What follows belongs to an exercise in optimizing a design on an open flow for a short achievable clock period and few clock cycles per item; a production flow would make more cautious choices. In this exercise RTL edits were held to simulation tests only and were not proved equivalent to the original. No activity file was given, so power comes from the tool's default toggle rates.

## s_curve_stepper_ramp_core
module s_curve_stepper_ramp_core #(
  parameter int RAMP_STEPS = 64
) (
  input  logic                   clk,
  input  logic                   rst_n,
  input  logic                   in_valid,
  output logic                   in_ready,
  input  logic [1:0]             in_command,
  input  logic [7:0]             in_table_index,
  input  logic [15:0]            in_table_value,
  input  logic signed [31:0]     in_steps,
  input  logic [15:0]            in_single_step_reload,
  output logic                   out_valid,
  input  logic                   out_ready,
  output logic [15:0]            out_reload,
  output logic [14:0]            out_compare,
  output logic                   out_direction,
  output logic                   out_timer_on,
  output logic                   out_moving,
  output logic [1:0]             out_phase,
  output logic signed [31:0]     out_position
);
  localparam logic [1:0] C_LOAD = 2'd0, C_REL = 2'd1, C_ABS = 2'd2, C_TICK = 2'd3;
  localparam logic [1:0] P_STOP = 2'd0, P_ACCEL = 2'd1, P_RUN = 2'd2, P_DECEL = 2'd3;
  localparam int IF_D = 4;    
  localparam int OF_D = 8;    
  localparam int CAP  = OF_D + 1;
  localparam logic [3:0] IF_LIM = IF_D - 1;
  localparam logic [4:0] CR_LIM = CAP;
  logic        in_ready_r;
  logic        v0;
  logic [1:0]  c0;
  logic [7:0]  i0;
  logic [15:0] tv0;
  logic [31:0] s0;
  logic [15:0] ssr0;
  assign in_ready = in_ready_r;
  always_ff @(posedge clk) begin
    v0   <= rst_n & in_valid & in_ready_r;
    c0   <= in_command;
    i0   <= in_table_index;
    tv0  <= in_table_value;
    s0   <= in_steps;
    ssr0 <= in_single_step_reload;
  end
  logic [31:0] pa0;
  logic [15:0] pb0;
  assign pa0 = (c0 == C_LOAD) ? {25'd0, (i0[7:6] == 2'b00), i0[5:0]} : s0;
  assign pb0 = (c0 == C_LOAD) ? tv0 : ssr0;
  logic [1:0]  if_c [IF_D];
  logic [31:0] if_a [IF_D];
  logic [15:0] if_b [IF_D];
  logic [1:0]  if_wp, if_rp;
  logic [2:0]  if_cnt, if_cnt_nxt;
  logic        if_pop;
  ...
==> flow/config.mk <==
export PLATFORM = sky130hd
export DESIGN_NAME = s_curve_stepper_ramp_core
export DESIGN_NICKNAME = s_curve_stepper_ramp_core
export VERILOG_FILES = /design/flow/design.v
export SDC_FILE = /design/flow/constraint.sdc
export NUM_CORES = 4
export LEC_CHECK = 0
export CAP_MARGIN = 20
export CORE_MARGIN = 2
export CORE_UTILIZATION = 35
export SLEW_MARGIN = 20
export SYNTH_MEMORY_MAX_BITS = 8192
==> flow/constraint.sdc <==
create_clock -name core_clock -period 10.0 [get_ports {clk}]
set_input_delay 2.0000 -clock core_clock [delete_from_list [all_inputs] [get_ports {clk}]]
set_output_delay 2.0000 -clock core_clock [all_outputs]
set_load 0.01 [all_outputs]
run.sh (not shown) runs the stock make flow with config.mk's settings and CLKGATE_MAP_FILE= SYNTH_SCRIPT=/design/flow/synth_recipe.tcl, a recipe that flattens the netlist after the stock synthesis.
Testbench counts at the start, summed over its fixed seeds: cycles 44,437, items 44,261.
Change:
==> flow/flow/run.sh (new file) <==
#!/bin/bash
# Standard synthesis and layout, with timing repair aimed well below the
# clock period (the SDC is the standard flow's, unchanged).
set -euo pipefail
MARGIN=${MARGIN:-6.5}
bash standard.sh synth > synth.log 2>&1
bash standard.sh SETUP_SLACK_MARGIN=$MARGIN finish > layout.log 2>&1
==> flow/standard.sh (new file) <==
#!/bin/bash
# synth_recipe.tcl (not shown) runs the flow's synth.tcl, then flattens the netlist and writes it again
# the make line also repeats each setting of config.mk as NAME=value (left out here)
make -C /OpenROAD-flow-scripts/flow DESIGN_CONFIG=/design/flow/config.mk WORK_HOME=/design/flow/orfs CLKGATE_MAP_FILE= SYNTH_SCRIPT=/design/flow/synth_recipe.tcl "${@:-finish}"
Settings changed: ABC_CLOCK_PERIOD_IN_PS set to 3000.
removed: flow/run.sh
After rerunning:
- hold slack is worse by 33 ps
- core utilization barely changes
- worst setup slack is better by 880 ps
- power barely changes
- final area stays flat
- combinational power increases by about 3%
- clock power decreases by about 1%
- flip-flop and latch count is unchanged
- synthesized cell count stays the same
- count of clock-buffer cells in the layout decreases by 9
- non-clock buffer count increases by 29

[separate check: timing with driven ports]
The flow's constraints put no driver on any port. The routed layouts listed below were extracted and timed again, unchanged, in two steps. Step 1 assumes that a clkbuf_16 drives the clock port and a buf_2 every other input. Step 2 also shifts input and output timing later by t, the mid clock arrival at the registers, as if the neighbouring blocks saw the same clock. a / b / c = no drivers / after step 1 / after step 2; a / b = the first two.
run	t (ns)	slack for setup (ns)	hold slack, ns
the first run	0.921	5.628 / 5.628 / 5.628	0.323 / 0.323 / 0.323
the second run	0.957	6.512 / 6.430 / 5.771	0.290 / 0.290 / 0.290
After both steps setup and hold are still met in every run listed. The setup slack of the second run, which loses most, moves by -0.082 ns with the drivers and by -0.741 ns with both steps.
